Background: an optimization exercise with open tools, aiming at small area, a short achievable clock period and few clock cycles. Do not read the settings as production practice. Where RTL was checked, it was by simulation tests only, not by an equivalence proof against the original. No functional check of the RTL was part of runs 2 to 5. Power and IR drop assume default switching activity.

## flow/design.v (module list and top-level ports; edited modules follow where they fit)
// module mvm_ctrl: 157 lines
// module mvm_cell: 32 lines
// module mvm_mac: 131 lines
// module mvm_mul_tree: 1629 lines
// module mvm_mul_fin: 416 lines
// module matrix_vector_multiply_top: 67 lines
module matrix_vector_multiply_top
(
    input  logic                 clk,
    input  logic                 rst_n,
    input  logic                 cfg_we,
    input  logic [CFG_IDX_W-1:0] cfg_index,
    input  logic [CFG_W-1:0]     cfg_data,
    input  logic                 in_valid,
    output logic                 in_ready,
    input  logic                 in_cmd,
    input  logic [VALUE_W-1:0]   in_value,
    output logic                 out_valid,
    input  logic                 out_ready,
    output logic [VALUE_W-1:0]   out_row_sum,
    output logic [ROW_W-1:0]     out_row_number,
    output logic                 out_last
);
  // ...
==> flow/run.sh <==
#!/bin/bash
# synth_recipe.tcl (not shown) runs the flow's synth.tcl, then flattens the netlist and writes it again
# the make line also repeats each setting of config.mk as NAME=value (left out here)
make -C /OpenROAD-flow-scripts/flow DESIGN_CONFIG=/design/flow/config.mk WORK_HOME=/design/flow/orfs CLKGATE_MAP_FILE= SYNTH_SCRIPT=/design/flow/synth_recipe.tcl finish
==> flow/config.mk <==
export PLATFORM = sky130hd
export DESIGN_NAME = matrix_vector_multiply_top
export DESIGN_NICKNAME = matrix_vector_multiply_top
export VERILOG_FILES = /design/flow/design.v
export SDC_FILE = /design/flow/constraint.sdc
export NUM_CORES = 4
export LEC_CHECK = 0
export CAP_MARGIN = 20
export CORE_MARGIN = 2
export CORE_UTILIZATION = 45
export PLACE_DENSITY = 0.6
export SETUP_SLACK_MARGIN = 5
export SLEW_MARGIN = 20
==> flow/constraint.sdc <==
create_clock -name core_clock -period 9.0 [get_ports {clk}]
set_input_delay 1.8000 -clock core_clock [delete_from_list [all_inputs] [get_ports {clk}]]
set_output_delay 1.8000 -clock core_clock [all_outputs]
set_load 0.01 [all_outputs]
==> qor.yml, run 1 <==
grt:
  antenna_found_initial: 15
  grt_usage_pct: 31.13
  grt_use_met3_pct: 6.994
  gr-total-overflow: 0
  gr-max-usage-layer: "met2"
  grt_pass1_wl_mm: 499.3
routing:
  top_layer: "met5"
  wl_per_cell_um: 31.04
  drt_first_pass_iters: 7
  via_count: 70880
die:
  rows: 170
  taps: 2838
  die_w_um: 468.7
critical_path:
  critPathSlowestCell: "or4_4"
  rr_worst_depth: 25
logic_synthesis:
  synth_common_cells: "2,497 x dfxtp_1, 1,085 x a22oi_1, 478 x clkbuf_1"
  synth_cell_types: 78
  synth_fp_nets: 8961
  synth-main-ff-cell: "dfxtp_1"
finish:
  final_util_pct: 52.63
  clock_area_share_pct: 8.201
  nClkBuffers: 378
  nonClockInverterCount: 370
cts:
  htreeDepth: 5
  cts_setup_buffers: 67
  cts_resized: 101
  clk_latency_ps: 960
  cts.sinks: 2624
  clock_path_buffers: 4
power:
  power_density_nw_per_um2: 309.8
  clk-power_mw: 11.7
  combPwrFrac_pct: 29.9
  switching_power_mw: 11.44
timing:
  setup-tns-final_ps: 0
  tightest_slew_ps: 1147
placement:
  placed_cells: 10770
status:
  status: "no timing/DRC/antenna violations"
Testbench counts, summed over its fixed seeds: cycles 167,162.
==> module mvm_mac, before the edit <==
module mvm_mac
(
    input  logic                      clk,
    input  logic                      rst_n,
    input  logic                      e_mat,
    input  logic [VALUE_W-1:0]        e_value,
    input  logic [VALUE_W-1:0]        e_x,
    input  logic                      e_first,
    input  logic                      e_emit,
    input  logic [ROW_W-1:0]          res_row,
    input  logic                      res_last,
    output logic                      out_valid,
    input  logic                      out_ready,
    output logic [VALUE_W-1:0]        row_sum,
    output logic [ROW_W-1:0]          row_number,
    output logic                      last
);
    localparam int ND = VALUE_W / 2;      
    logic [VALUE_W-1:0]        op_a_reg;
    logic [ND-1:0]             op_one_reg, op_two_reg, op_neg_reg;
    logic                      op_first_reg, op_emit_reg;
    logic [3:0][PROD_W-1:0]    part_reg;
    logic                      part_first_reg, part_emit_reg;
    logic [PROD_W-1:0]         prod_reg;
    logic                      prod_first_reg, prod_emit_reg;
    logic [PROD_W-1:0]         acc_reg, acc_next;
    logic                      fin_emit_reg;
    logic                      out_valid_reg;
    logic [VALUE_W-1:0]        row_sum_reg, row_sum_next;
    logic [ROW_W-1:0]          row_number_reg;
    logic                      last_reg;
    logic [VALUE_W:0]          xb;
    logic [ND-1:0]             one, two, neg;
    logic [3:0][PROD_W-1:0]    part;
    logic [PROD_W-1:0]         fin0, fin1;
    logic [PROD_W-1:0]         acc_base;
    logic [PROD_W:0]           acc_wide;
    logic [PROD_W-FRAC_W-1:0]  acc_shift;
    always_comb
    begin
        xb = {e_x, 1'b0};
        for (int i = 0; i < ND; i++)
        begin
            one[i] = xb[2*i+1] ^ xb[2*i];
            two[i] = (xb[2*i+2] & ~xb[2*i+1] & ~xb[2*i]) | (~xb[2*i+2] & xb[2*i+1] & xb[2*i]);
            neg[i] = xb[2*i+2];
        end
    end
    mvm_mul_tree u_tree (
        .a   (op_a_reg),
        .one (op_one_reg),
        .two (op_two_reg),
        .neg (op_neg_reg),
        .r0  (part[0]),
        .r1  (part[1]),
        .r2  (part[2]),
        .r3  (part[3])
    );
    mvm_mul_fin u_fin (
        .r0 (part_reg[0]),
        .r1 (part_reg[1]),
        .r2 (part_reg[2]),
        .r3 (part_reg[3]),
        .s0 (fin0),
        .s1 (fin1)
    );
    always_ff @(posedge clk or negedge rst_n)
    begin
        if (!rst_n)
        begin
            op_emit_reg   <= 1'b0;
            part_emit_reg <= 1'b0;
            prod_emit_reg <= 1'b0;
            fin_emit_reg  <= 1'b0;
            out_valid_reg <= 1'b0;
        end
        else
        begin
            op_emit_reg   <= e_mat && e_emit;
            part_emit_reg <= op_emit_reg;
            prod_emit_reg <= part_emit_reg;
            fin_emit_reg  <= prod_emit_reg;
            out_valid_reg <= fin_emit_reg || (out_valid_reg && !out_ready);
        end
    end
    always_ff @(posedge clk)
    begin
        op_a_reg       <= e_mat ? e_value : '0;
        op_one_reg     <= one;
        op_two_reg     <= two;
        op_neg_reg     <= neg;
        op_first_reg   <= e_mat && e_first;
        part_reg       <= part;
        part_first_reg <= op_first_reg;
        prod_reg       <= fin0 + fin1;
        prod_first_reg <= part_first_reg;
        acc_reg        <= acc_next;
    end
    always_comb
    begin
        acc_base = prod_first_reg ? '0 : acc_reg;
        acc_wide = {acc_base[PROD_W-1], acc_base} + {prod_reg[PROD_W-1], prod_reg};
        if (acc_wide[PROD_W] != acc_wide[PROD_W-1])
            acc_next = acc_wide[PROD_W] ? {1'b1, {(PROD_W-1){1'b0}}}
                                        : {1'b0, {(PROD_W-1){1'b1}}};
        else
            acc_next = acc_wide[PROD_W-1:0];
    end
    always_comb
    begin
        acc_shift = acc_reg[PROD_W-1:FRAC_W];
        if (acc_shift[PROD_W-FRAC_W-1:VALUE_W-1] == '0 || acc_shift[PROD_W-FRAC_W-1:VALUE_W-1] == '1)
            row_sum_next = acc_shift[VALUE_W-1:0];
        else
            row_sum_next = acc_shift[PROD_W-FRAC_W-1] ? {1'b1, {(VALUE_W-1){1'b0}}}
                                                      : {1'b0, {(VALUE_W-1){1'b1}}};
    end
    always_ff @(posedge clk)
    begin
        if (fin_emit_reg)
        begin
            row_sum_reg    <= row_sum_next;
            row_number_reg <= res_row;
            last_reg       <= res_last;
        end
    end
    assign out_valid  = out_valid_reg;
    assign row_sum    = row_sum_reg;
    assign row_number = row_number_reg;
    assign last       = last_reg;
endmodule
==> run 2, diff against run 1 <==
--- a/flow/design.v
+++ b/flow/design.v
@@ -232,7 +232,6 @@
     logic [PROD_W-1:0]         prod_reg;
     logic                      prod_first_reg, prod_emit_reg;
     logic [PROD_W-1:0]         acc_reg, acc_next;
-    logic                      fin_emit_reg;
     logic                      out_valid_reg;
     logic [VALUE_W-1:0]        row_sum_reg, row_sum_next;
     logic [ROW_W-1:0]          row_number_reg;
@@ -243,7 +242,7 @@
     logic [PROD_W-1:0]         fin0, fin1;
     logic [PROD_W-1:0]         acc_base;
     logic [PROD_W:0]           acc_wide;
-    logic [PROD_W-FRAC_W-1:0]  acc_shift;
+    logic                      ovf;
     always_comb
     begin
         xb = {e_x, 1'b0};
@@ -279,7 +278,6 @@
             op_emit_reg   <= 1'b0;
             part_emit_reg <= 1'b0;
             prod_emit_reg <= 1'b0;
-            fin_emit_reg  <= 1'b0;
             out_valid_reg <= 1'b0;
         end
         else
@@ -287,8 +285,7 @@
             op_emit_reg   <= e_mat && e_emit;
             part_emit_reg <= op_emit_reg;
             prod_emit_reg <= part_emit_reg;
-            fin_emit_reg  <= prod_emit_reg;
-            out_valid_reg <= fin_emit_reg || (out_valid_reg && !out_ready);
+            out_valid_reg <= prod_emit_reg || (out_valid_reg && !out_ready);
         end
     end
     always_ff @(posedge clk)
@@ -308,24 +305,24 @@
     begin
         acc_base = prod_first_reg ? '0 : acc_reg;
         acc_wide = {acc_base[PROD_W-1], acc_base} + {prod_reg[PROD_W-1], prod_reg};
-        if (acc_wide[PROD_W] != acc_wide[PROD_W-1])
+        ovf      = acc_wide[PROD_W] != acc_wide[PROD_W-1];
+        if (ovf)
             acc_next = acc_wide[PROD_W] ? {1'b1, {(PROD_W-1){1'b0}}}
                                         : {1'b0, {(PROD_W-1){1'b1}}};
         else
             acc_next = acc_wide[PROD_W-1:0];
-    end
-    always_comb
-    begin
-        acc_shift = acc_reg[PROD_W-1:FRAC_W];
-        if (acc_shift[PROD_W-FRAC_W-1:VALUE_W-1] == '0 || acc_shift[PROD_W-FRAC_W-1:VALUE_W-1] == '1)
-            row_sum_next = acc_shift[VALUE_W-1:0];
+        if (ovf)
+            row_sum_next = acc_wide[PROD_W] ? {1'b1, {(VALUE_W-1){1'b0}}}
+                                            : {1'b0, {(VALUE_W-1){1'b1}}};
+        else if (acc_wide[PROD_W-1:VALUE_W+FRAC_W-1] == '0 || acc_wide[PROD_W-1:VALUE_W+FRAC_W-1] == '1)
+            row_sum_next = acc_wide[VALUE_W+FRAC_W-1:FRAC_W];
         else
-            row_sum_next = acc_shift[PROD_W-FRAC_W-1] ? {1'b1, {(VALUE_W-1){1'b0}}}
-                                                      : {1'b0, {(VALUE_W-1){1'b1}}};
+            row_sum_next = acc_wide[PROD_W-1] ? {1'b1, {(VALUE_W-1){1'b0}}}
+                                              : {1'b0, {(VALUE_W-1){1'b1}}};
     end
     always_ff @(posedge clk)
     begin
-        if (fin_emit_reg)
+        if (prod_emit_reg)
         begin
             row_sum_reg    <= row_sum_next;
             row_number_reg <= res_row;
--- a/flow/config.mk
+++ b/flow/config.mk
@@ -9,5 +9,4 @@
 export CORE_MARGIN = 2
 export CORE_UTILIZATION = 45
 export PLACE_DENSITY = 0.6
-export SETUP_SLACK_MARGIN = 5
 export SLEW_MARGIN = 20
==> qor.yml, run 2 <==
status:
  status: "no timing/DRC/antenna violations"  # unchanged
die:
  ios: 87  # unchanged
  rows: 170  # unchanged
  die_h_um: 468.5  # was 468.7 um
  die_area_um2: 219500  # was 219,700 um^2
  initial_core_util_pct: 45.24  # was 45.29%
  die_w_um: 468.5  # was 468.7 um
  coreArea_um2: 214600  # unchanged
cts:
  clock_path_buffers: 4  # unchanged
  htreeDepth: 5  # unchanged
  cts_resized: 0  # was 101
  cts_tree: "yes"  # unchanged
  clk_pin_slew_ps: 60  # about the same
  root_buffer: "clkbuf_16"  # unchanged
  cts_setup_buffers: 0  # was 67
  clk_latency_ps: 940  # was 960 ps
  cts.sinks: 2623  # was 2,624
  ctsHoldBuffers: 0  # unchanged
  cts_made_buffers: 280  # was 282
timing:
  fin_worst_skew_ps: 95.25  # was 98.47 ps
  tightest_slew_ps: 1283  # was 1147 ps
  slew_headroom_pct: 13.76  # was 23.53%
  worst_slack_ps: 2606  # was 4257 ps
  hold_ws_ps: 279.9  # was 292.2 ps
  rsz0062_at_grt: "false"  # was true
  period_minus_slack_ps: 6394  # was 4743 ps
  hold_viol: 0  # unchanged
  max_freq_mhz: 156.4  # was 210.9 MHz
  setup-tns-final_ps: 0  # unchanged
  fin_crit_sh_pct: 71.04  # was 52.70%
  setup_violations: 0  # unchanged
  slew_viol_final: 0  # unchanged
routing:
  drt_first_pass_iters: 6  # was 7
  dr.first_iter.drc_count: 7981  # was 9,393
  detail_route.vias_per_cell: 6.193  # was 6.226
  wl_per_cell_um: 31.06  # was 31.04 um
  antenna_left: 0  # unchanged
  route.detailed.drc: 0  # unchanged
  via_count: 69280  # was 70,880
  finalWirelength_mm: 347.4  # was 353.4 mm
logic_synthesis:
  seq_area_frac_synth_pct: 55.15  # was 55.12%
  synth_cell_types: 87  # was 78
  yosys.cell_count.top_type: "dfxtp_1"  # unchanged
  synth_edf_count: 81  # unchanged
  yosysTopAreaCell: "dfxtp_1"  # unchanged
  async_reset_ff_share_pct: 1.716  # was 1.753%
  synth_fp_nets: 8913  # was 8,961
  synthTopCellsByArea: "dfxtp_1 51%, fa_1 8.7%, a22oi_1 6.5%, ha_1 3.3%, xor2_1 3.2%"  # was dfxtp_1 51%, fa_1 8.7%, a22oi_1 8.4%, ha_1 3.2%, xor2_1 3.2%
  synth_common_cells: "2,497 x dfxtp_1, 836 x a22oi_1, 465 x clkbuf_1"  # was 2,497 x dfxtp_1, 1,085 x a22oi_1, 478 x clkbuf_1
  ys_warn_count: 3  # unchanged
  synth_top_area_share_pct: 51.49  # was 51.43%
  synth-main-ff-cell: "dfxtp_1"  # unchanged
  syn_inst: 8193  # was 8,243
  synth_seq_cells: 2623  # was 2,624
  mappedNetlistArea_um2: 97090  # was 97,190 um^2
  syn_area_per_cell_um2: 11.85  # was 11.79 um^2
placement:
  place_area_um2: 101000  # was 101,500 um^2
  place_congestion: 0.9239  # was 0.9129
  placed_cells: 10700  # was 10,770
  io_buffer_count: 86  # unchanged
  dp_slack_ps: 2582  # was 3848 ps
  hpwl_mm: 208.2  # was 214.3 mm
power:
  p_leak_nw: 43.88  # was 45.21 nW
  peakVddDrop_mv: 0.5380  # was 0.3605 mV
  power_density_nw_per_um2: 314.5  # was 309.8 nW/um^2
grt:
  grt_usage_pct: 30.84  # was 31.13%
  antenna_found_initial: 10  # was 15
  grt_start_max_net_pins: 62  # was 65
  grt_pass1_vias: 70440  # was 71,630
  grt_pass1_wl_mm: 492.7  # was 499.3 mm
  gr-total-overflow: 0  # unchanged
critical_path:
  arrival_ps: 6980  # was 5500 ps
  critPathSlowestCell: "dfxtp_2"  # was or4_4
  required_ps: 9590  # was 9760 ps
  worstSetupStartpointType: "flop"  # unchanged
  crit_chain: "buf_4, nor2b_1, ha_1, nor2b_1, o31ai_1, a2111oi_1, or4_4, a211oi_4, nor2_2, a21oi_1, ha_1, inv_1, buf_4, o22a_1, nand4b_1, nor4_1, a41o_2, o21ai_1"
  crit_path_end_kind: "flop"  # unchanged
  reg2reg_slack_ps: 2610  # was 4260 ps
  path_class: "flop to flop"  # unchanged
  crit_fanout: 46  # was 8
  critPathMaxStageDelay_ps: 960  # was 580 ps
finish:
  drive_above_1_share_pct: 9.528  # was 12.97%
  final_common_cell: "dfxtp_1"  # unchanged
  fillCellCount: 18400  # was 18,260
  fin_nets: 8868  # was 9,062
  largest_reg_flops: 2048  # unchanged
  area_growth_pct: 13.48  # was 16.21%
  finalInstanceArea_um2: 110200  # was 113,000 um^2
  layout_common_cells: "2,458 x dfxtp_1, 836 x a22oi_1, 420 x fa_1"  # was 2,467 x dfxtp_1, 1,084 x a22oi_1, 415 x fa_1
  stdcell_count: 11190  # was 11,390
run:
  timing.max_cap.violations: 0  # unchanged
hold_path:
  hold_class: "flop to flop"  # unchanged
run 2: layer usage:
layer / up-vias / global-route usage (%) / routed length, um
met5: - / 0.08658 / 71
met4: 10 / 16.67 / 21230
met3: 1192 / 7.427 / 36070
met2: 4437 / 48.88 / 156200
met1: 34470 / 38.83 / 133900
li1: 29180 / - / -
run 2: worst paths after layout:
| path | from | end | cells past startpoint |
|---|---|---|---|
| min in group asynchronous | rst_n | u_ctrl.load_pos_reg[4] | 2 |
| hold / removal | u_store.ring[184] | u_store.ring[152] | 0 |
| setup reg to reg | u_mac.prod_first_reg | u_mac.row_sum_reg[5] | 18 |
| setup / recovery | u_mac.prod_first_reg | u_mac.row_sum_reg[5] | 18 |
| hold reg to reg | u_store.ring[184] | u_store.ring[152] | 0 |
| max in group asynchronous | rst_n | u_mac.prod_emit_reg | 2 |
run 2: per-stage QoR:
step	power, mW	util, %
finish	34.66	51.34
global route	35.96	51.33
CTS	34.63	51.33
detailed placement	23.29	47.08
global placement	23.17	47.08
floorplan	19.34	-
run 2: cells by family after synthesis:
family                     share of synthesized area, %
adders and majority gates                         11.93
DFF                                               55.15
and+or+nand+nor                                   5.465
buffers and inverters                             3.526
muxes                                             1.653
AOI/OAI and AO/OA                                 16.07
xor gates and xnor gates                          6.197
run 2: critical path, delay by kind of cell (launching register included):
family	cells	cell delay, ps
compound gates	7	2340
buf+inv	3	810
flops	1	960
fa+ha+maj	2	690
simple gates	6	1270
run 2: power by group:
| group | leakage [nW] | switching [mW] | internal, mW |
|---|---|---|---|
| registers | 21.5 | 0.452 | 12.7 |
| logic | 17.9 | 6.93 | 3.10 |
| clock network | 4.50 | 4.65 | 6.85 |
run 2: final cells by class:
type | instances | area [um^2] | area share [%]
well taps | 2838 | 3551 | 3.223
repair buffers | 242 | 2024 | 1.837
clock buffers | 396 | 8117 | 7.367
flip-flops and latches | 2623 | 53600 | 48.65
multi-input cells | 4665 | 40610 | 36.85
inverters | 336 | 1261 | 1.145
diodes | 5 | 12.51 | 0.01136
clock inverters | 82 | 1003 | 0.9108
==> run 3, diff against run 2 <==
--- a/flow/config.mk
+++ b/flow/config.mk
@@ -9,4 +9,5 @@
 export CORE_MARGIN = 2
 export CORE_UTILIZATION = 45
 export PLACE_DENSITY = 0.6
+export SETUP_SLACK_MARGIN = 5
 export SLEW_MARGIN = 20
==> qor.yml, run 3 <==
status:
  status: "no timing/DRC/antenna violations"  # unchanged
routing:
  wl_per_cell_um: 31.74  # was 31.06 um
  detail_route.vias_per_cell: 6.223  # was 6.193
  route.detailed.drc: 0  # unchanged
  via_count: 71180  # was 69,280
  dr.first_iter.drc_count: 9142  # was 7,981
  finalWirelength_mm: 363.0  # was 347.4 mm
  dr_wl_met3_mm: 37.63  # was 36.07 mm
  dr_wl_met2_mm: 163.3  # was 156.2 mm
  drt_first_pass_iters: 7  # was 6
  antenna_left: 0  # unchanged
  met1_length_mm: 139.0  # was 133.9 mm
  top_layer: "met5"  # unchanged
grt:
  gr-total-overflow: 0  # unchanged
  grt_start_max_net_pins: 46  # was 62
  antenna_found_initial: 23  # was 10
  grt_usage_pct: 32.06  # was 30.84%
  grt_pass1_vias: 72040  # was 70,440
  grt_pass1_wl_mm: 511.0  # was 492.7 mm
logic_synthesis:
  synth_cell_types: 87  # unchanged
  synthTopCellsByArea: "dfxtp_1 51%, fa_1 8.7%, a22oi_1 6.5%, ha_1 3.3%, xor2_1 3.2%"  # unchanged
  synth_edf_count: 81  # unchanged
  seq_area_frac_synth_pct: 55.15  # unchanged
  synth_common_cells: "2,497 x dfxtp_1, 836 x a22oi_1, 465 x clkbuf_1"  # unchanged
  yosysTopAreaCell: "dfxtp_1"  # unchanged
  syn_inst: 8193  # unchanged
  yosys.cell_count.top_type: "dfxtp_1"  # unchanged
  async_reset_ff_share_pct: 1.716  # unchanged
  synth_seq_cells: 2623  # unchanged
  ys_warn_count: 3  # unchanged
  synth_fp_nets: 8913  # unchanged
  mappedNetlistArea_um2: 97090  # unchanged
  syn_area_per_cell_um2: 11.85  # unchanged
  synth-main-ff-cell: "dfxtp_1"  # unchanged
  synth_top_area_share_pct: 51.49  # unchanged
timing:
  tightest_slew_ps: 1215  # was 1283 ps
  slew_headroom_pct: 19.03  # was 13.76%
  rsz0062_at_grt: "true"  # was false
  fin_worst_skew_ps: 94.83  # was 95.25 ps
  fin_crit_sh_pct: 53.48  # was 71.04%
  slew_viol_final: 0  # unchanged
  hold_ws_ps: 286.7  # was 279.9 ps
  hold_viol: 0  # unchanged
  setup_violations: 0  # unchanged
  period_minus_slack_ps: 4813  # was 6394 ps
  setup-tns-final_ps: 0  # unchanged
  max_freq_mhz: 207.8  # was 156.4 MHz
finish:
  layout_common_cells: "2,459 x dfxtp_1, 835 x a22oi_1, 417 x fa_1"  # was 2,458 x dfxtp_1, 836 x a22oi_1, 420 x fa_1
  final_common_cell: "dfxtp_1"  # unchanged
  drive_above_1_share_pct: 17.42  # was 9.528%
  largest_reg_flops: 2048  # unchanged
  area_growth_pct: 19.65  # was 13.48%
  fin_nets: 9129  # was 8,868
  fillCellCount: 17900  # was 18,400
die:
  initial_core_util_pct: 45.24  # unchanged
  rows: 170  # unchanged
  ios: 87  # unchanged
  coreArea_um2: 214600  # unchanged
  die_h_um: 468.5  # unchanged
  die_area_um2: 219500  # unchanged
  die_w_um: 468.5  # unchanged
cts:
  cts_tree: "yes"  # unchanged
  cts.sinks: 2623  # unchanged
  clock_path_buffers: 4  # unchanged
  htreeDepth: 5  # unchanged
  clk_latency_ps: 940  # about the same
  root_buffer: "clkbuf_16"  # unchanged
  clk_pin_slew_ps: 60  # about the same
  cts_made_buffers: 277  # was 280
critical_path:
  worstSetupStartpointType: "flop"  # unchanged
  arrival_ps: 5460  # was 6980 ps
  crit_fanout: 8  # was 46
  crit_path_end_kind: "flop"  # unchanged
  path_class: "flop to flop"  # unchanged
  required_ps: 9640  # was 9590 ps
power:
  peakVddDrop_mv: 0.6826  # was 0.5380 mV
  power_density_nw_per_um2: 372.5  # was 314.5 nW/um^2
  p_leak_nw: 46.01  # was 43.88 nW
hold_path:
  hold_class: "flop to flop"  # unchanged
placement:
  place_congestion: 0.9179  # was 0.9239
  hpwl_mm: 211.2  # was 208.2 mm
  io_buffer_count: 86  # unchanged
run:
  timing.max_cap.violations: 0  # unchanged
## run 3: worst max-delay path: stages (launching register included)
cell and delay (ps):
dfxtp_4 460, buf_16 170, buf_12 130, nor2b_1 50, ha_1 430, nand4_1 170, buf_4 190, nor3_4 220
a211oi_4 110, o32ai_4 330, o31ai_4 110, o21a_1 230, o311ai_4 320, ha_4 290, inv_12 60, o22a_1 150
nand4b_1 160, nor4_4 260, buf_4 160, buf_6 130, a41o_4 330, o21ai_1 90
## run 3: cell type report
cell class                      instances  area (um^2)  area share, %
Sequential cell                      2623        53610          46.14
Tap cell                             2838         3551          3.057
Timing Repair inverter                  1        11.26       0.009693
Clock buffer                          382         7939          6.834
Clock inverter                         84         1003         0.8638
Inverter                              336         1292          1.113
Antenna cell                            4        10.01       0.008616
Timing Repair Buffer                  502         4959          4.268
Multi-Input combinational cell       4668        43800          37.70
## run 3: logic make-up after synthesis
kind of cell               count (synthesis)  synth area share [%]
buffers and inverters                    905                 3.526
and+or+nand+nor                         1059                 5.465
xor gates and xnor gates                 687                 6.197
DFF                                     2623                 55.15
muxes                                    150                 1.653
AOI/OAI and AO/OA                       2095                 16.07
adders and majority gates                674                 11.93
## run 3: stage by stage
step                      instances  power, mW  utilization, %  setup WS [ps]  cell area [um^2]
final                         11440      43.28           54.13           4187            116200
after global routing          11440      44.56           54.13           4061            116200
after CTS                     11330      39.94           53.12           4424            114000
after detailed placement      10710      23.55           47.31           2756            101500
after global placement        10710      23.42           47.29           2860            101500
after floorplan                8193      19.76               -           4777             97610
## run 3: routing by layer
metal / up-vias / GRT usage [%]
li1: 29690 / -
met3: 1346 / 7.495
met4: 16 / 17.50
met2: 4580 / 50.51
met5: - / 0
met1: 35550 / 40.72
## run 3: power by group
part | internal (mW) | total (mW) | switching, mW | leakage (nW)
Sequential | 12.7 | 13.2 | 0.495 | 21.5
Clock | 6.70 | 11.3 | 4.64 | 4.40
Combinational | 8.16 | 18.8 | 10.6 | 20.1
## run 3: path summary, 6_finish.rpt
check                                     start                      to  slack (ps)  cells after the start
setup / recovery           u_mac.prod_first_reg   u_mac.row_sum_reg[27]        4190                     21
hold / removal               u_store.ring[1421]      u_store.ring[1389]         290                      0
setup reg to reg           u_mac.prod_first_reg   u_mac.row_sum_reg[27]        4190                     21
hold reg to reg              u_store.ring[1421]      u_store.ring[1389]         290                      0
max in group asynchronous                 rst_n     u_mac.prod_emit_reg        7530                      2
min in group asynchronous                 rst_n  u_ctrl.load_pos_reg[4]        1000                      2
## run 3: repair_timing
action,4_1_cts,5_1_grt
hold buffers,0,0
resized for setup,390,309
gates cloned,16,7
pin swaps,186,175
buffers inserted,138,94
endpoints found under the setup margin,202,182
==> run 4, diff against run 3 <==
--- a/flow/config.mk
+++ b/flow/config.mk
@@ -5,6 +5,7 @@
 export SDC_FILE = /design/flow/constraint.sdc
 export NUM_CORES = 4
 export LEC_CHECK = 0
+export ABC_CLOCK_PERIOD_IN_PS = 3000
 export CAP_MARGIN = 20
 export CORE_MARGIN = 2
 export CORE_UTILIZATION = 45
==> qor.yml, run 4 <==
logic_synthesis:
  synth_seq_cells: 2623  # unchanged
  synth_cell_types: 87  # unchanged
  synth-xor-area-share_pct: 6.197  # unchanged
  yosysTopAreaCell: "dfxtp_1"  # unchanged
  seq_area_frac_synth_pct: 55.15  # unchanged
  synth-main-ff-cell: "dfxtp_1"  # unchanged
  yosys.cell_count.top_type: "dfxtp_1"  # unchanged
  synth_top_area_share_pct: 51.49  # unchanged
  synth_common_cells: "2,497 x dfxtp_1, 836 x a22oi_1, 465 x clkbuf_1"  # unchanged
  synthSimpleGateAreaFrac_pct: 5.465  # unchanged
  synth_fp_nets: 8913  # unchanged
  synth.area.mux_share_pct: 1.653  # unchanged
  synthTopCellsByArea: "dfxtp_1 51%, fa_1 8.7%, a22oi_1 6.5%, ha_1 3.3%, xor2_1 3.2%"  # unchanged
  ys_warn_count: 3  # unchanged
  async_reset_ff_share_pct: 1.716  # unchanged
  synth_compound_area_share_pct: 16.07  # unchanged
  synth_top_family_by_area: "compound AO/OA/AOI/OAI gates"  # unchanged
  yosys.area_share.adder_pct: 11.93  # unchanged
  synth_edf_count: 81  # unchanged
  syn_area_per_cell_um2: 11.85  # unchanged
  syn_inst: 8193  # unchanged
  mappedNetlistArea_um2: 97090  # unchanged
routing:
  detail_route.vias_per_cell: 6.223  # unchanged
  antenna_left: 0  # unchanged
  drt_first_pass_iters: 7  # unchanged
  finalWirelength_mm: 363.0  # unchanged
  via_count: 71180  # unchanged
  route.detailed.drc: 0  # unchanged
  dr.first_iter.drc_count: 9142  # unchanged
  wl_per_cell_um: 31.74  # unchanged
critical_path:
  path_class: "flop to flop"  # unchanged
  arrival_ps: 5460  # about the same
  reg2reg_slack_ps: 4190  # about the same
  crit_fanout: 8  # unchanged
  r2r_end: "u_mac.row_sum_reg[27]"  # unchanged
  startpoint: "u_mac.prod_first_reg"  # unchanged
  r2r-start: "u_mac.prod_first_reg"  # unchanged
  required_ps: 9640  # about the same
  crit_path_end_kind: "flop"  # unchanged
  worstSetupStartpointType: "flop"  # unchanged
  rr_worst_depth: 21  # unchanged
timing:
  period_minus_slack_ps: 4813  # unchanged
  setup-tns-final_ps: 0  # unchanged
  slew_viol_final: 0  # unchanged
  hold_viol: 0  # unchanged
  setup_violations: 0  # unchanged
  fin_worst_skew_ps: 94.83  # unchanged
  slew_headroom_pct: 19.03  # unchanged
  max_freq_mhz: 207.8  # unchanged
  rsz0062_at_grt: "true"  # unchanged
  fin_crit_sh_pct: 53.48  # unchanged
  tightest_slew_ps: 1215  # unchanged
cts:
  ctsHoldBuffers: 0  # unchanged
  cts_tree: "yes"  # unchanged
  htreeDepth: 5  # unchanged
  cts.sinks: 2623  # unchanged
  root_buffer: "clkbuf_16"  # unchanged
  clk_pin_slew_ps: 60  # about the same
  cts_made_buffers: 277  # unchanged
  clock_path_buffers: 4  # unchanged
  clk_latency_ps: 940  # about the same
run:
  timing.max_cap.violations: 0  # unchanged
finish:
  area_growth_pct: 19.65  # unchanged
  layout_common_cells: "2,459 x dfxtp_1, 835 x a22oi_1, 417 x fa_1"  # unchanged
  final_common_cell: "dfxtp_1"  # unchanged
  fin_nets: 9129  # unchanged
  largest_reg_flops: 2048  # unchanged
  drive_above_1_share_pct: 17.42  # unchanged
  final_util_pct: 54.13  # unchanged
grt:
  grt_pass1_wl_mm: 511.0  # unchanged
  grt_pass1_vias: 72040  # unchanged
  grt_usage_pct: 32.06  # unchanged
  grt_start_max_net_pins: 46  # unchanged
  antenna_found_initial: 23  # unchanged
  gr-total-overflow: 0  # unchanged
hold_path:
  min_delay_worst_endpoint: "u_store.ring[1389]"  # unchanged
  hold_class: "flop to flop"  # unchanged
  worstHoldStart: "u_store.ring[1421]"  # unchanged
  hold_depth: 0  # unchanged
power:
  power_density_nw_per_um2: 372.5  # unchanged
  p_leak_nw: 46.01  # unchanged
  peakVddDrop_mv: 0.6826  # unchanged
die:
  coreArea_um2: 214600  # unchanged
  initial_core_util_pct: 45.24  # unchanged
  rows: 170  # unchanged
  die_h_um: 468.5  # unchanged
  ios: 87  # unchanged
  die_area_um2: 219500  # unchanged
  die_w_um: 468.5  # unchanged
status:
  status: "no timing/DRC/antenna violations"  # unchanged
placement:
  io_buffer_count: 86  # unchanged
  place_congestion: 0.9179  # unchanged
  hpwl_mm: 211.2  # unchanged
==> run 4: cell counts after synthesis <==
No cell type changed its count.
==> run 4: logic make-up after synthesis <==
| logic type | after synthesis |
|---|---|
| and+or+nand+nor | 1059 |
| adders and majority gates | 674 |
| muxes | 150 |
| AOI/OAI and AO/OA | 2095 |
| DFF | 2623 |
| xor gates and xnor gates | 687 |
| buffers and inverters | 905 |
==> run 4: area by class of cell <==
| class | count | area, um^2 |
|---|---|---|
| sequential | 2623 | 53610 |
| timing repair buffer | 502 | 4959 |
| tap | 2838 | 3551 |
| timing repair inverter | 1 | 11.26 |
| antenna | 4 | 10.01 |
| inverter | 336 | 1292 |
| clock inverter | 84 | 1003 |
| clock buffer | 382 | 7939 |
| fill | 17900 | 98450 |
| multi-input combinational | 4668 | 43800 |
==> run 4: critical path, stage by stage, from the launching register on <==
cell	delay, ps
dfxtp_4	460
buf_16	170
buf_12	130
nor2b_1	50
ha_1	430
nand4_1	170
buf_4	190
nor3_4	220
a211oi_4	110
o32ai_4	330
o31ai_4	110
o21a_1	230
o311ai_4	320
ha_4	290
inv_12	60
o22a_1	150
nand4b_1	160
nor4_4	260
buf_4	160
buf_6	130
a41o_4	330
o21ai_1	90
==> run 4: worst max path at each step <==
stage,slack (ps),cells past startpoint,end
after floorplan,4780,20,u_mac.row_sum_reg[10]
after global placement,2860,19,u_mac.row_sum_reg[10]
after detailed placement,2760,19,u_mac.row_sum_reg[4]
after CTS,4420,20,u_mac.row_sum_reg[4]
after global routing,4060,21,u_mac.row_sum_reg[27]
final,4190,21,u_mac.row_sum_reg[27]
==> run 4: what timing repair did <==
action                                  CTS  global route
gates cloned                             16             7
buffers inserted                        138            94
gates resized for setup                 390           309
endpoints found under the setup margin  202           182
pin swaps                               186           175
==> run 4: report_power, final <==
group	switching (mW)	internal, mW	leakage (nW)
registers	0.495	12.7	21.5
logic	10.6	8.16	20.1
clock network	4.64	6.70	4.40
==> run 4: per-layer routing <==
layer  global-route usage [%]  part of all wire (%)  wire length [um]
met3                    7.495                    10             37630
met4                    17.50                   6.3             22960
met5                        0                 0.030               108
met1                    40.72                    38            139000
met2                    50.51                    45            163300
==> run 4: through the flow <==
| step | instances | hold WS (ps) | setup WS, ps | cell area (um^2) | power, mW |
|---|---|---|---|---|---|
| 2_1_floorplan | 8193 | 309.6 | 4777 | 97610 | 19.76 |
| 3_3_place_gp | 10710 | 313.3 | 2860 | 101500 | 23.42 |
| 3_5_place_dp | 10710 | 312.0 | 2756 | 101500 | 23.55 |
| 4_1_cts | 11330 | 288.3 | 4424 | 114000 | 39.94 |
| 5_1_grt | 11440 | 292.7 | 4061 | 116200 | 44.56 |
| 6_report | 11440 | 286.7 | 4187 | 116200 | 43.28 |
==> module mvm_ctrl, before the edit <==
module mvm_ctrl
(
    input  logic                  clk,
    input  logic                  rst_n,
    input  logic                  cfg_we,
    input  logic [CFG_IDX_W-1:0]  cfg_index,
    input  logic [CFG_W-1:0]      cfg_data,
    input  logic                  in_valid,
    output logic                  in_ready,
    input  logic                  in_cmd,
    input  logic [VALUE_W-1:0]    in_value,
    input  logic                  res_taken,   
    output logic                  e_mat,       
    output logic [VALUE_W-1:0]    e_value,
    output logic [IDX_W-1:0]      e_place,     
    output logic                  e_first,
    output logic                  e_emit,
    output logic                  wr_lo,
    output logic                  wr_hi,
    output logic [ROW_W-1:0]      res_row,
    output logic                  res_last
);
    logic [CFG_W-1:0] rows_reg, cols_reg;
    logic [IDX_W-1:0] load_pos_reg, col_pos_reg, row_pos_reg;
    logic [IDX_W-1:0] phase_reg;
    logic             ready_reg;
    logic             pend_reg;      
    logic             e_valid_reg, e_vec_reg;
    logic [VALUE_W-1:0] e_value_reg;
    logic [IDX_W-1:0] e_place_reg;
    logic             e_first_reg, e_emit_reg;
    logic [ROW_W-1:0] res_row_reg;
    logic             res_last_reg;
    logic [DIM_W-1:0] rows_eff, cols_eff;
    logic [IDX_W-1:0] load_idx, col_idx, row_idx;
    logic [DIM_W-1:0] load_inc, col_inc, row_inc;
    logic             accept, row_done, final_row;
    logic             cols_one, pot_same, pot_after;
    logic [IDX_W-1:0] load_pos_next, col_pos_next, row_pos_next;
    logic [IDX_W-1:0] place_vec, place_mat;
    logic             wait_now, wait_keep, wait_next, pot_next, pend_next;
    always_comb
    begin
        rows_eff = (rows_reg == '0) ? DIM_W'(1) : (rows_reg > 7'd64) ? DIM_W'(64) : rows_reg;
        cols_eff = (cols_reg == '0) ? DIM_W'(1) : (cols_reg > 7'd64) ? DIM_W'(64) : cols_reg;
    end
    always_ff @(posedge clk or negedge rst_n)
    begin
        if (!rst_n)
        begin
            rows_reg <= DIM_RESET;
            cols_reg <= DIM_RESET;
        end
        else if (cfg_we)
        begin
            if (cfg_index == REG_ROWS)
                rows_reg <= cfg_data;
            else
                cols_reg <= cfg_data;
        end
    end
    always_comb
    begin
        accept    = in_valid && ready_reg;
        load_idx  = ({1'b0, load_pos_reg} >= cols_eff) ? '0 : load_pos_reg;
        col_idx   = ({1'b0, col_pos_reg} >= cols_eff) ? '0 : col_pos_reg;
        row_idx   = ({1'b0, row_pos_reg} >= rows_eff) ? '0 : row_pos_reg;
        load_inc  = {1'b0, load_idx} + DIM_W'(1);
        col_inc   = {1'b0, col_idx} + DIM_W'(1);
        row_inc   = {1'b0, row_idx} + DIM_W'(1);
        row_done  = col_inc >= cols_eff;
        final_row = row_inc >= rows_eff;
    end
    always_comb
    begin
        load_pos_next = load_pos_reg;
        col_pos_next  = col_pos_reg;
        row_pos_next  = row_pos_reg;
        if (accept)
        begin
            if (in_cmd == CMD_VECTOR)
            begin
                load_pos_next = (load_inc >= cols_eff) ? '0 : load_inc[IDX_W-1:0];
                col_pos_next  = '0;
                row_pos_next  = '0;
            end
            else
            begin
                load_pos_next = '0;
                col_pos_next  = row_done ? '0 : col_inc[IDX_W-1:0];
                row_pos_next  = !row_done ? row_idx : final_row ? '0 : row_inc[IDX_W-1:0];
            end
        end
    end
    assign place_vec = load_idx - phase_reg - IDX_W'(1);
    assign place_mat = col_idx - phase_reg - IDX_W'(1);
    assign wait_now  = e_valid_reg && e_vec_reg && (e_place_reg[IDX_W-2:0] != '0);
    assign wait_keep = wait_now && (e_place_reg[IDX_W-2:0] != (IDX_W-1)'(1));
    assign wait_next = accept ? ((in_cmd == CMD_VECTOR) && (place_vec[IDX_W-2:0] != '0))
                              : wait_keep;
    assign cols_one  = (cols_eff == DIM_W'(1));
    assign pot_same  = row_done;                           
    assign pot_after = row_done ? cols_one : (col_inc + DIM_W'(1) >= cols_eff);
    assign pot_next  = cfg_we || (accept ? ((in_cmd == CMD_VECTOR) ? cols_one : pot_after)
                                         : pot_same);
    assign pend_next = (accept && in_cmd == CMD_MATRIX && row_done) || (pend_reg && !res_taken);
    always_ff @(posedge clk or negedge rst_n)
    begin
        if (!rst_n)
        begin
            load_pos_reg <= '0;
            col_pos_reg  <= '0;
            row_pos_reg  <= '0;
            phase_reg    <= '0;
            ready_reg    <= 1'b0;
            pend_reg     <= 1'b0;
            e_valid_reg  <= 1'b0;
        end
        else
        begin
            load_pos_reg <= load_pos_next;
            col_pos_reg  <= col_pos_next;
            row_pos_reg  <= row_pos_next;
            phase_reg    <= phase_reg + IDX_W'(1);
            ready_reg    <= !wait_next && !(pot_next && pend_next);
            pend_reg     <= pend_next;
            e_valid_reg  <= accept || wait_now;
        end
    end
    always_ff @(posedge clk)
    begin
        if (accept)
        begin
            e_vec_reg   <= (in_cmd == CMD_VECTOR);
            e_value_reg <= in_value;
            e_first_reg <= (col_idx == '0);
            e_emit_reg  <= row_done;
        end
        e_place_reg <= accept ? ((in_cmd == CMD_VECTOR) ? place_vec : place_mat)
                              : e_place_reg - IDX_W'(1);
        if (accept && in_cmd == CMD_MATRIX && row_done)
        begin
            res_row_reg  <= row_idx;
            res_last_reg <= final_row;
        end
    end
    assign in_ready = ready_reg;
    assign e_mat    = e_valid_reg && !e_vec_reg;
    assign e_value  = e_value_reg;
    assign e_place  = e_place_reg;
    assign e_first  = e_first_reg;
    assign e_emit   = e_emit_reg;
    assign wr_lo    = e_valid_reg && e_vec_reg && (e_place_reg == '0);
    assign wr_hi    = e_valid_reg && e_vec_reg && (e_place_reg == IDX_W'(MAX_DIM / 2));
    assign res_row  = res_row_reg;
    assign res_last = res_last_reg;
endmodule
==> module mvm_cell, before the edit <==
module mvm_cell
(
    input  logic               clk,
    input  logic               wr_lo,      
    input  logic               wr_hi,      
    input  logic [VALUE_W-1:0] wr_data,
    input  logic [IDX_W-1:0]   rd_sel,     
    output logic [VALUE_W-1:0] rd_data
);
    logic [MAX_DIM-1:0][VALUE_W-1:0] ring;
    logic [MAX_DIM-1:0]              rd_hot;
    always_ff @(posedge clk)
    begin
        for (int i = 0; i < MAX_DIM; i++)
        begin
            if (i == MAX_DIM - 1)
                ring[i] <= wr_lo ? wr_data : ring[0];
            else if (i == MAX_DIM / 2 - 1)
                ring[i] <= wr_hi ? wr_data : ring[i+1];
            else
                ring[i] <= ring[i+1];
        end
    end
    always_comb
    begin
        for (int i = 0; i < MAX_DIM; i++)
            rd_hot[i] = (rd_sel == IDX_W'(i));
        rd_data = '0;
        for (int i = 0; i < MAX_DIM; i++)
            rd_data = rd_data | (ring[i] & {VALUE_W{rd_hot[i]}});
    end
endmodule
==> module matrix_vector_multiply_top, before the edit <==
module matrix_vector_multiply_top
(
    input  logic                 clk,
    input  logic                 rst_n,
    input  logic                 cfg_we,
    input  logic [CFG_IDX_W-1:0] cfg_index,
    input  logic [CFG_W-1:0]     cfg_data,
    input  logic                 in_valid,
    output logic                 in_ready,
    input  logic                 in_cmd,
    input  logic [VALUE_W-1:0]   in_value,
    output logic                 out_valid,
    input  logic                 out_ready,
    output logic [VALUE_W-1:0]   out_row_sum,
    output logic [ROW_W-1:0]     out_row_number,
    output logic                 out_last
);
    logic               e_mat, e_first, e_emit, wr_lo, wr_hi, res_last;
    logic [VALUE_W-1:0] e_value, e_x;
    logic [IDX_W-1:0]   e_place;
    logic [ROW_W-1:0]   res_row;
    mvm_ctrl u_ctrl (
        .clk       (clk),
        .rst_n     (rst_n),
        .cfg_we    (cfg_we),
        .cfg_index (cfg_index),
        .cfg_data  (cfg_data),
        .in_valid  (in_valid),
        .in_ready  (in_ready),
        .in_cmd    (in_cmd),
        .in_value  (in_value),
        .res_taken (out_valid && out_ready),
        .e_mat     (e_mat),
        .e_value   (e_value),
        .e_place   (e_place),
        .e_first   (e_first),
        .e_emit    (e_emit),
        .wr_lo     (wr_lo),
        .wr_hi     (wr_hi),
        .res_row   (res_row),
        .res_last  (res_last)
    );
    mvm_cell u_store (
        .clk     (clk),
        .wr_lo   (wr_lo),
        .wr_hi   (wr_hi),
        .wr_data (e_value),
        .rd_sel  (e_place),
        .rd_data (e_x)
    );
    mvm_mac u_mac (
        .clk        (clk),
        .rst_n      (rst_n),
        .e_mat      (e_mat),
        .e_value    (e_value),
        .e_x        (e_x),
        .e_first    (e_first),
        .e_emit     (e_emit),
        .res_row    (res_row),
        .res_last   (res_last),
        .out_valid  (out_valid),
        .out_ready  (out_ready),
        .row_sum    (out_row_sum),
        .row_number (out_row_number),
        .last       (out_last)
    );
endmodule
==> run 5, diff against run 4 <==
--- a/flow/design.v
+++ b/flow/design.v
@@ -29,7 +29,7 @@
     input  logic                  res_taken,   
     output logic                  e_mat,       
     output logic [VALUE_W-1:0]    e_value,
-    output logic [IDX_W-1:0]      e_place,     
+    output logic [MAX_DIM-1:0]    e_hot,       
     output logic                  e_first,
     output logic                  e_emit,
     output logic                  wr_lo,
@@ -37,90 +37,142 @@
     output logic [ROW_W-1:0]      res_row,
     output logic                  res_last
 );
-    logic [CFG_W-1:0] rows_reg, cols_reg;
+    logic [DIM_W-1:0] rows_reg, cols_reg;         
     logic [IDX_W-1:0] load_pos_reg, col_pos_reg, row_pos_reg;
+    logic             l_over_reg, l_end_reg;      
+    logic             k_over_reg, k_end_reg, k_first_reg;
+    logic             w_over_reg, w_end_reg;
+    logic             settle_reg;                 
     logic [IDX_W-1:0] phase_reg;
     logic             ready_reg;
-    logic             pend_reg;      
+    logic             pend_reg;                   
     logic             e_valid_reg, e_vec_reg;
     logic [VALUE_W-1:0] e_value_reg;
-    logic [IDX_W-1:0] e_place_reg;
+    logic [MAX_DIM-1:0] e_hot_reg;
     logic             e_first_reg, e_emit_reg;
     logic [ROW_W-1:0] res_row_reg;
     logic             res_last_reg;
-    logic [DIM_W-1:0] rows_eff, cols_eff;
-    logic [IDX_W-1:0] load_idx, col_idx, row_idx;
-    logic [DIM_W-1:0] load_inc, col_inc, row_inc;
-    logic             accept, row_done, final_row;
-    logic             cols_one, pot_same, pot_after;
+    logic [DIM_W-1:0] cfg_eff;
+    logic [IDX_W-1:0] l_idx, k_idx, w_idx;
+    logic             accept, acc_vec, acc_mat;
+    logic             c_one, r_one, l_end2, k_end2, w_end2;
+    logic             f_l_over, f_l_end, f_k_over, f_k_end, f_k_first, f_w_over, f_w_end;
+    logic             n_l_over, n_l_end, n_k_over, n_k_end, n_k_first, n_w_over, n_w_end;
     logic [IDX_W-1:0] load_pos_next, col_pos_next, row_pos_next;
     logic [IDX_W-1:0] place_vec, place_mat;
+    logic [MAX_DIM-1:0] hot_vec, hot_mat, hot_hold;
     logic             wait_now, wait_keep, wait_next, pot_next, pend_next;
-    always_comb
-    begin
-        rows_eff = (rows_reg == '0) ? DIM_W'(1) : (rows_reg > 7'd64) ? DIM_W'(64) : rows_reg;
-        cols_eff = (cols_reg == '0) ? DIM_W'(1) : (cols_reg > 7'd64) ? DIM_W'(64) : cols_reg;
-    end
+    assign cfg_eff = (cfg_data == '0) ? DIM_W'(1) : (cfg_data > 7'd64) ? DIM_W'(64) : cfg_data;
     always_ff @(posedge clk or negedge rst_n)
     begin
         if (!rst_n)
         begin
-            rows_reg <= DIM_RESET;
-            cols_reg <= DIM_RESET;
+            rows_reg <= DIM_W'(DIM_RESET);
+            cols_reg <= DIM_W'(DIM_RESET);
         end
         else if (cfg_we)
         begin
             if (cfg_index == REG_ROWS)
-                rows_reg <= cfg_data;
+                rows_reg <= cfg_eff;
             else
-                cols_reg <= cfg_data;
+                cols_reg <= cfg_eff;
         end
     end
-    always_comb
-    begin
-        accept    = in_valid && ready_reg;
-        load_idx  = ({1'b0, load_pos_reg} >= cols_eff) ? '0 : load_pos_reg;
-        col_idx   = ({1'b0, col_pos_reg} >= cols_eff) ? '0 : col_pos_reg;
-        row_idx   = ({1'b0, row_pos_reg} >= rows_eff) ? '0 : row_pos_reg;
-        load_inc  = {1'b0, load_idx} + DIM_W'(1);
-        col_inc   = {1'b0, col_idx} + DIM_W'(1);
-        row_inc   = {1'b0, row_idx} + DIM_W'(1);
-        row_done  = col_inc >= cols_eff;
-        final_row = row_inc >= rows_eff;
-    end
+    assign accept  = in_valid && ready_reg;
+    assign acc_vec = accept && (in_cmd == CMD_VECTOR);
+    assign acc_mat = accept && (in_cmd == CMD_MATRIX);
+    assign l_idx   = l_over_reg ? '0 : load_pos_reg;
+    assign k_idx   = k_over_reg ? '0 : col_pos_reg;
+    assign w_idx   = w_over_reg ? '0 : row_pos_reg;
     always_comb
     begin
         load_pos_next = load_pos_reg;
         col_pos_next  = col_pos_reg;
         row_pos_next  = row_pos_reg;
-        if (accept)
+        if (acc_vec)
         begin
-            if (in_cmd == CMD_VECTOR)
-            begin
-                load_pos_next = (load_inc >= cols_eff) ? '0 : load_inc[IDX_W-1:0];
-                col_pos_next  = '0;
-                row_pos_next  = '0;
-            end
-            else
-            begin
-                load_pos_next = '0;
-                col_pos_next  = row_done ? '0 : col_inc[IDX_W-1:0];
-                row_pos_next  = !row_done ? row_idx : final_row ? '0 : row_inc[IDX_W-1:0];
-            end
+            load_pos_next = l_end_reg ? '0 : l_idx + IDX_W'(1);
+            col_pos_next  = '0;
+            row_pos_next  = '0;
+        end
+        else if (acc_mat)
+        begin
+            load_pos_next = '0;
+            col_pos_next  = k_end_reg ? '0 : k_idx + IDX_W'(1);
+            row_pos_next  = !k_end_reg ? w_idx : w_end_reg ? '0 : w_idx + IDX_W'(1);
         end
     end
-    assign place_vec = load_idx - phase_reg - IDX_W'(1);
-    assign place_mat = col_idx - phase_reg - IDX_W'(1);
-    assign wait_now  = e_valid_reg && e_vec_reg && (e_place_reg[IDX_W-2:0] != '0);
-    assign wait_keep = wait_now && (e_place_reg[IDX_W-2:0] != (IDX_W-1)'(1));
-    assign wait_next = accept ? ((in_cmd == CMD_VECTOR) && (place_vec[IDX_W-2:0] != '0))
-                              : wait_keep;
-    assign cols_one  = (cols_eff == DIM_W'(1));
-    assign pot_same  = row_done;                           
-    assign pot_after = row_done ? cols_one : (col_inc + DIM_W'(1) >= cols_eff);
-    assign pot_next  = cfg_we || (accept ? ((in_cmd == CMD_VECTOR) ? cols_one : pot_after)
-                                         : pot_same);
-    assign pend_next = (accept && in_cmd == CMD_MATRIX && row_done) || (pend_reg && !res_taken);
+    always_comb
+    begin
+        f_l_over  = {1'b0, load_pos_reg} >= cols_reg;
+        f_k_over  = {1'b0, col_pos_reg} >= cols_reg;
+        f_w_over  = {1'b0, row_pos_reg} >= rows_reg;
+        f_l_end   = f_l_over ? (cols_reg == DIM_W'(1)) : ({1'b0, load_pos_reg} + DIM_W'(1) >= cols_reg);
+        f_k_end   = f_k_over ? (cols_reg == DIM_W'(1)) : ({1'b0, col_pos_reg} + DIM_W'(1) >= cols_reg);
+        f_w_end   = f_w_over ? (rows_reg == DIM_W'(1)) : ({1'b0, row_pos_reg} + DIM_W'(1) >= rows_reg);
+        f_k_first = f_k_over || (col_pos_reg == '0);
+    end
+    always_comb
+    begin
+        c_one  = (cols_reg == DIM_W'(1));
+        r_one  = (rows_reg == DIM_W'(1));
+        l_end2 = {1'b0, l_idx} + DIM_W'(2) >= cols_reg;
+        k_end2 = {1'b0, k_idx} + DIM_W'(2) >= cols_reg;
+        w_end2 = {1'b0, w_idx} + DIM_W'(2) >= rows_reg;
+        n_l_over  = l_over_reg;
+        n_l_end   = l_end_reg;
+        n_k_over  = k_over_reg;
+        n_k_end   = k_end_reg;
+        n_k_first = k_first_reg;
+        n_w_over  = w_over_reg;
+        n_w_end   = w_end_reg;
+        if (settle_reg)
+        begin
+            n_l_over  = f_l_over;
+            n_l_end   = f_l_end;
+            n_k_over  = f_k_over;
+            n_k_end   = f_k_end;
+            n_k_first = f_k_first;
+            n_w_over  = f_w_over;
+            n_w_end   = f_w_end;
+        end
+        else if (acc_vec)
+        begin
+            n_l_over  = 1'b0;
+            n_l_end   = l_end_reg ? c_one : l_end2;
+            n_k_over  = 1'b0;
+            n_k_end   = c_one;
+            n_k_first = 1'b1;
+            n_w_over  = 1'b0;
+            n_w_end   = r_one;
+        end
+        else if (acc_mat)
+        begin
+            n_l_over  = 1'b0;
+            n_l_end   = c_one;
+            n_k_over  = 1'b0;
+            n_k_end   = k_end_reg ? c_one : k_end2;
+            n_k_first = k_end_reg;
+            n_w_over  = 1'b0;
+            n_w_end   = !k_end_reg ? w_end_reg : w_end_reg ? r_one : w_end2;
+        end
+    end
+    always_comb
+    begin
+        place_vec = l_idx - phase_reg - IDX_W'(1);
+        place_mat = k_idx - phase_reg - IDX_W'(1);
+        for (int i = 0; i < MAX_DIM; i++)
+        begin
+            hot_vec[i]  = (place_vec == IDX_W'(i));
+            hot_mat[i]  = (place_mat == IDX_W'(i));
+            hot_hold[i] = e_hot_reg[(i + 1) % MAX_DIM];
+        end
+    end
+    assign wait_now  = e_valid_reg && e_vec_reg && !(e_hot_reg[0] || e_hot_reg[MAX_DIM/2]);
+    assign wait_keep = wait_now && !(e_hot_reg[1] || e_hot_reg[MAX_DIM/2+1]);
+    assign wait_next = acc_vec ? (place_vec[IDX_W-2:0] != '0) : (!accept && wait_keep);
+    assign pot_next  = settle_reg || n_k_end;
+    assign pend_next = (acc_mat && k_end_reg) || (pend_reg && !res_taken);
     always_ff @(posedge clk or negedge rst_n)
     begin
         if (!rst_n)
@@ -128,6 +180,14 @@
             load_pos_reg <= '0;
             col_pos_reg  <= '0;
             row_pos_reg  <= '0;
+            l_over_reg   <= 1'b0;
+            l_end_reg    <= 1'b0;
+            k_over_reg   <= 1'b0;
+            k_end_reg    <= 1'b0;
+            k_first_reg  <= 1'b1;
+            w_over_reg   <= 1'b0;
+            w_end_reg    <= 1'b0;
+            settle_reg   <= 1'b0;
             phase_reg    <= '0;
             ready_reg    <= 1'b0;
             pend_reg     <= 1'b0;
@@ -138,8 +198,16 @@
             load_pos_reg <= load_pos_next;
             col_pos_reg  <= col_pos_next;
             row_pos_reg  <= row_pos_next;
+            l_over_reg   <= n_l_over;
+            l_end_reg    <= n_l_end;
+            k_over_reg   <= n_k_over;
+            k_end_reg    <= n_k_end;
+            k_first_reg  <= n_k_first;
+            w_over_reg   <= n_w_over;
+            w_end_reg    <= n_w_end;
+            settle_reg   <= cfg_we;
             phase_reg    <= phase_reg + IDX_W'(1);
-            ready_reg    <= !wait_next && !(pot_next && pend_next);
+            ready_reg    <= !cfg_we && !wait_next && !(pot_next && pend_next);
             pend_reg     <= pend_next;
             e_valid_reg  <= accept || wait_now;
         end
@@ -150,25 +218,24 @@
         begin
             e_vec_reg   <= (in_cmd == CMD_VECTOR);
             e_value_reg <= in_value;
-            e_first_reg <= (col_idx == '0);
-            e_emit_reg  <= row_done;
+            e_first_reg <= k_first_reg;
+            e_emit_reg  <= k_end_reg;
         end
-        e_place_reg <= accept ? ((in_cmd == CMD_VECTOR) ? place_vec : place_mat)
-                              : e_place_reg - IDX_W'(1);
-        if (accept && in_cmd == CMD_MATRIX && row_done)
+        e_hot_reg <= !accept ? hot_hold : (in_cmd == CMD_VECTOR) ? hot_vec : hot_mat;
+        if (acc_mat && k_end_reg)
         begin
-            res_row_reg  <= row_idx;
-            res_last_reg <= final_row;
+            res_row_reg  <= w_idx;
+            res_last_reg <= w_end_reg;
         end
     end
     assign in_ready = ready_reg;
     assign e_mat    = e_valid_reg && !e_vec_reg;
     assign e_value  = e_value_reg;
-    assign e_place  = e_place_reg;
+    assign e_hot    = e_hot_reg;
     assign e_first  = e_first_reg;
     assign e_emit   = e_emit_reg;
-    assign wr_lo    = e_valid_reg && e_vec_reg && (e_place_reg == '0);
-    assign wr_hi    = e_valid_reg && e_vec_reg && (e_place_reg == IDX_W'(MAX_DIM / 2));
+    assign wr_lo    = e_valid_reg && e_vec_reg && e_hot_reg[0];
+    assign wr_hi    = e_valid_reg && e_vec_reg && e_hot_reg[MAX_DIM/2];
     assign res_row  = res_row_reg;
     assign res_last = res_last_reg;
 endmodule
@@ -179,11 +246,10 @@
     input  logic               wr_lo,      
     input  logic               wr_hi,      
     input  logic [VALUE_W-1:0] wr_data,
-    input  logic [IDX_W-1:0]   rd_sel,     
+    input  logic [MAX_DIM-1:0] rd_hot,     
     output logic [VALUE_W-1:0] rd_data
 );
     logic [MAX_DIM-1:0][VALUE_W-1:0] ring;
-    logic [MAX_DIM-1:0]              rd_hot;
     always_ff @(posedge clk)
     begin
         for (int i = 0; i < MAX_DIM; i++)
@@ -198,8 +264,6 @@
     end
     always_comb
     begin
-        for (int i = 0; i < MAX_DIM; i++)
-            rd_hot[i] = (rd_sel == IDX_W'(i));
         rd_data = '0;
         for (int i = 0; i < MAX_DIM; i++)
             rd_data = rd_data | (ring[i] & {VALUE_W{rd_hot[i]}});
@@ -230,8 +294,11 @@
     logic [3:0][PROD_W-1:0]    part_reg;
     logic                      part_first_reg, part_emit_reg;
     logic [PROD_W-1:0]         prod_reg;
-    logic                      prod_first_reg, prod_emit_reg;
-    logic [PROD_W-1:0]         acc_reg, acc_next;
+    logic                      prod_emit_reg;
+    logic [PROD_W-1:0]         acc_reg;           
+    logic                      sat_pos_reg, sat_neg_reg;   
+    logic                      keep_reg, max_reg, min_reg;  
+    logic                      fin_emit_reg;
     logic                      out_valid_reg;
     logic [VALUE_W-1:0]        row_sum_reg, row_sum_next;
     logic [ROW_W-1:0]          row_number_reg;
@@ -242,7 +309,8 @@
     logic [PROD_W-1:0]         fin0, fin1;
     logic [PROD_W-1:0]         acc_base;
     logic [PROD_W:0]           acc_wide;
-    logic                      ovf;
+    logic                      ovf_pos, ovf_neg;
+    logic [PROD_W-FRAC_W-1:0]  acc_shift;
     always_comb
     begin
         xb = {e_x, 1'b0};
@@ -278,6 +346,7 @@
             op_emit_reg   <= 1'b0;
             part_emit_reg <= 1'b0;
             prod_emit_reg <= 1'b0;
+            fin_emit_reg  <= 1'b0;
             out_valid_reg <= 1'b0;
         end
         else
@@ -285,9 +354,18 @@
             op_emit_reg   <= e_mat && e_emit;
             part_emit_reg <= op_emit_reg;
             prod_emit_reg <= part_emit_reg;
-            out_valid_reg <= prod_emit_reg || (out_valid_reg && !out_ready);
+            fin_emit_reg  <= prod_emit_reg;
+            out_valid_reg <= fin_emit_reg || (out_valid_reg && !out_ready);
         end
     end
+    always_comb
+    begin
+        for (int i = 0; i < PROD_W; i++)
+            acc_base[i] = (keep_reg && acc_reg[i]) || ((i == PROD_W - 1) ? min_reg : max_reg);
+        acc_wide = {acc_base[PROD_W-1], acc_base} + {prod_reg[PROD_W-1], prod_reg};
+        ovf_pos  = !acc_wide[PROD_W] && acc_wide[PROD_W-1];
+        ovf_neg  = acc_wide[PROD_W] && !acc_wide[PROD_W-1];
+    end
     always_ff @(posedge clk)
     begin
         op_a_reg       <= e_mat ? e_value : '0;
@@ -298,31 +376,29 @@
         part_reg       <= part;
         part_first_reg <= op_first_reg;
         prod_reg       <= fin0 + fin1;
-        prod_first_reg <= part_first_reg;
-        acc_reg        <= acc_next;
+        acc_reg        <= acc_wide[PROD_W-1:0];
+        sat_pos_reg    <= ovf_pos;
+        sat_neg_reg    <= ovf_neg;
+        keep_reg       <= !part_first_reg && !ovf_pos && !ovf_neg;
+        max_reg        <= !part_first_reg && ovf_pos;
+        min_reg        <= !part_first_reg && ovf_neg;
     end
     always_comb
     begin
-        acc_base = prod_first_reg ? '0 : acc_reg;
-        acc_wide = {acc_base[PROD_W-1], acc_base} + {prod_reg[PROD_W-1], prod_reg};
-        ovf      = acc_wide[PROD_W] != acc_wide[PROD_W-1];
-        if (ovf)
-            acc_next = acc_wide[PROD_W] ? {1'b1, {(PROD_W-1){1'b0}}}
-                                        : {1'b0, {(PROD_W-1){1'b1}}};
-        else
-            acc_next = acc_wide[PROD_W-1:0];
-        if (ovf)
-            row_sum_next = acc_wide[PROD_W] ? {1'b1, {(VALUE_W-1){1'b0}}}
-                                            : {1'b0, {(VALUE_W-1){1'b1}}};
-        else if (acc_wide[PROD_W-1:VALUE_W+FRAC_W-1] == '0 || acc_wide[PROD_W-1:VALUE_W+FRAC_W-1] == '1)
-            row_sum_next = acc_wide[VALUE_W+FRAC_W-1:FRAC_W];
+        acc_shift = acc_reg[PROD_W-1:FRAC_W];
+        if (sat_pos_reg)
+            row_sum_next = {1'b0, {(VALUE_W-1){1'b1}}};
+        else if (sat_neg_reg)
+            row_sum_next = {1'b1, {(VALUE_W-1){1'b0}}};
+        else if (acc_shift[PROD_W-FRAC_W-1:VALUE_W-1] == '0 || acc_shift[PROD_W-FRAC_W-1:VALUE_W-1] == '1)
+            row_sum_next = acc_shift[VALUE_W-1:0];
         else
-            row_sum_next = acc_wide[PROD_W-1] ? {1'b1, {(VALUE_W-1){1'b0}}}
-                                              : {1'b0, {(VALUE_W-1){1'b1}}};
+            row_sum_next = acc_shift[PROD_W-FRAC_W-1] ? {1'b1, {(VALUE_W-1){1'b0}}}
+                                                      : {1'b0, {(VALUE_W-1){1'b1}}};
     end
     always_ff @(posedge clk)
     begin
-        if (prod_emit_reg)
+        if (fin_emit_reg)
         begin
             row_sum_reg    <= row_sum_next;
             row_number_reg <= res_row;
@@ -2399,7 +2475,7 @@
 );
     logic               e_mat, e_first, e_emit, wr_lo, wr_hi, res_last;
     logic [VALUE_W-1:0] e_value, e_x;
-    logic [IDX_W-1:0]   e_place;
+    logic [MAX_DIM-1:0] e_hot;
     logic [ROW_W-1:0]   res_row;
     mvm_ctrl u_ctrl (
         .clk       (clk),
@@ -2414,7 +2490,7 @@
         .res_taken (out_valid && out_ready),
         .e_mat     (e_mat),
         .e_value   (e_value),
-        .e_place   (e_place),
+        .e_hot     (e_hot),
         .e_first   (e_first),
         .e_emit    (e_emit),
         .wr_lo     (wr_lo),
@@ -2427,7 +2503,7 @@
         .wr_lo   (wr_lo),
         .wr_hi   (wr_hi),
         .wr_data (e_value),
-        .rd_sel  (e_place),
+        .rd_hot  (e_hot),
         .rd_data (e_x)
     );
     mvm_mac u_mac (
--- a/flow/config.mk
+++ b/flow/config.mk
@@ -5,7 +5,6 @@
 export SDC_FILE = /design/flow/constraint.sdc
 export NUM_CORES = 4
 export LEC_CHECK = 0
-export ABC_CLOCK_PERIOD_IN_PS = 3000
 export CAP_MARGIN = 20
 export CORE_MARGIN = 2
 export CORE_UTILIZATION = 45
==> qor.yml, run 5 <==
status:
  status: "no timing/DRC/antenna violations"  # unchanged
logic_synthesis:
  synth-main-ff-cell: "dfxtp_1"  # unchanged
  synth_edf_count: 81  # unchanged
  yosysTopAreaCell: "dfxtp_1"  # unchanged
  synth_fp_nets: 8989  # was 8,913
  synth.area.mux_share_pct: 0.8591  # was 1.653%
  synth_common_cells: "2,559 x dfxtp_1, 785 x a22oi_1, 479 x clkbuf_1"  # was 2,497 x dfxtp_1, 836 x a22oi_1, 465 x clkbuf_1
  synth_top_family_by_area: "compound AO/OA/AOI/OAI gates"  # unchanged
  syn_area_per_cell_um2: 12.01  # was 11.85 um^2
  syn_inst: 8257  # was 8,193
  synth-xor-area-share_pct: 6.138  # was 6.197%
routing:
  via_count: 70430  # was 71,180
  detail_route.vias_per_cell: 6.226  # was 6.223
  finalWirelength_mm: 349.5  # was 363.0 mm
grt:
  gr-total-overflow: 0  # unchanged
  grt_start_max_net_pins: 92  # was 46
  grt_pass1_wl_mm: 498.8  # was 511.0 mm
  grt_usage_pct: 30.38  # was 32.06%
  grt_pass1_vias: 71790  # was 72,040
  antenna_found_initial: 21  # was 23
timing:
  fin_crit_sh_pct: 42.65  # was 53.48%
  max_freq_mhz: 260.5  # was 207.8 MHz
  fin_worst_skew_ps: 76.94  # was 94.83 ps
  setup_violations: 0  # unchanged
  hold_ws_ps: 290.6  # was 286.7 ps
  slew_headroom_pct: 14.57  # was 19.03%
  tightest_slew_ps: 1270  # was 1215 ps
die:
  initial_core_util_pct: 45.23  # was 45.24%
  ios: 87  # unchanged
cts:
  cts_tree: "yes"  # unchanged
  root_buffer: "clkbuf_16"  # unchanged
  htreeDepth: 5  # unchanged
  clock_path_buffers: 4  # unchanged
  clk_latency_ps: 980  # was 940 ps
finish:
  fillCellCount: 18710  # was 17,900
  final_common_cell: "dfxtp_1"  # unchanged
  drive_above_1_share_pct: 10.33  # was 17.42%
  largest_reg_flops: 2048  # unchanged
critical_path:
  worstSetupStartpointType: "flop"  # unchanged
  crit_path_end_kind: "flop"  # unchanged
  required_ps: 9840  # was 9640 ps
  crit_fanout: 5  # was 8
run:
  timing.max_cap.violations: 0  # unchanged
power:
  peakVddDrop_mv: 0.2311  # was 0.6826 mV
  p_sw_share_pct: 33.22  # was 36.35%
  power_frac_seq_pct: 38.4  # was 30.4%
  power_density_nw_per_um2: 320.8  # was 372.5 nW/um^2
placement:
  io_buffer_count: 86  # unchanged
  hpwl_mm: 212.4  # was 211.2 mm
-- run 5: final cells by class --
type	instances	area, um^2	share of cell area (%)
Inverter	343	1289	1.141
Antenna cell	6	15.01	0.01330
Tap cell	2871	3592	3.182
Multi-Input combinational cell	4645	40960	36.28
Timing Repair Buffer	266	2256	1.998
Sequential cell	2694	55130	48.83
Clock buffer	391	8346	7.391
Clock inverter	96	1314	1.164
-- run 5: worst paths after layout --
check / cells after the start / startpoint / endpoint / slack [ps]
max in group asynchronous: 2 / rst_n / u_mac.fin_emit_reg / 7470
min in group asynchronous: 2 / rst_n / u_ctrl.phase_reg[2] / 1000
hold / removal: 0 / u_store.ring[1373] / u_store.ring[1341] / 290
hold reg to reg: 0 / u_store.ring[1373] / u_store.ring[1341] / 290
setup reg to reg: 14 / u_mac.part_reg[13] / u_mac.prod_reg[40] / 5160
setup / recovery: 14 / u_mac.part_reg[13] / u_mac.prod_reg[40] / 5160
-- run 5: repair_timing --
| item | 4_1_cts | 5_1_grt |
|---|---|---|
| setup buffers | 7 | 7 |
| endpoints found under the setup margin | 29 | 28 |
| resized for setup | 18 | 32 |
| pin swaps | 11 | 18 |
-- run 5: metal layers --
| layer | vias to the layer above | routed length [um] | share of wire [%] |
|---|---|---|---|
| met5 | - | 159 | 0.046 |
| met4 | 24 | 20700 | 5.9 |
| met3 | 1216 | 33710 | 9.6 |
| met2 | 4420 | 158400 | 45 |
| met1 | 35050 | 136500 | 39 |
| li1 | 29720 | - | - |
-- run 5: worst max-delay path, cell delays in order (launching register included) --
cell	delay (ps)
dfxtp_1	320
fa_1	560
fa_1	420
ha_1	460
nand2_1	160
a211oi_2	240
a311oi_4	100
nor4_4	270
nor2_4	100
buf_4	170
o311a_1	360
o21ai_1	170
nand2_1	150
o21ai_2	150
xor2_1	140
-- run 5: stage by stage --
stage	power (mW)	worst slack (ps)	area, um^2
2_1_floorplan	20.65	5313	99180
3_3_place_gp	23.81	4253	102800
3_5_place_dp	23.97	4401	102800
4_1_cts	36.05	5008	112700
5_1_grt	37.78	4949	112900
6_report	36.22	5162	112900
-- run 5: power groups by stage --
stage	combinational (mW)	clock [mW]	sequential [mW]
finish	10.2	12.1	13.9
global route	11.1	12.7	13.9
CTS	10.0	12.2	13.9
global placement	9.69	0	14.1
floorplan	7.05	0	13.6
detailed placement	9.84	0	14.1
-- run 5: logic make-up (layout without fill, tap and decap cells) --
logic type,Yosys count,in the layout
fa+ha+maj,686,686
xor+xnor,695,695
compound gates,2264,2264
buf+inv,918,1096
other cells,0,6
simple gates,924,924
mux,76,76
flops,2694,2694

Check on run 5: ideal ports give 5.162 ns setup slack; a clkbuf_16 on the clock port and buf_2 on the inputs give 5.162 ns; moving port delays by the midpoint clock arrival (1.026 ns) as well gives 4.427 ns.
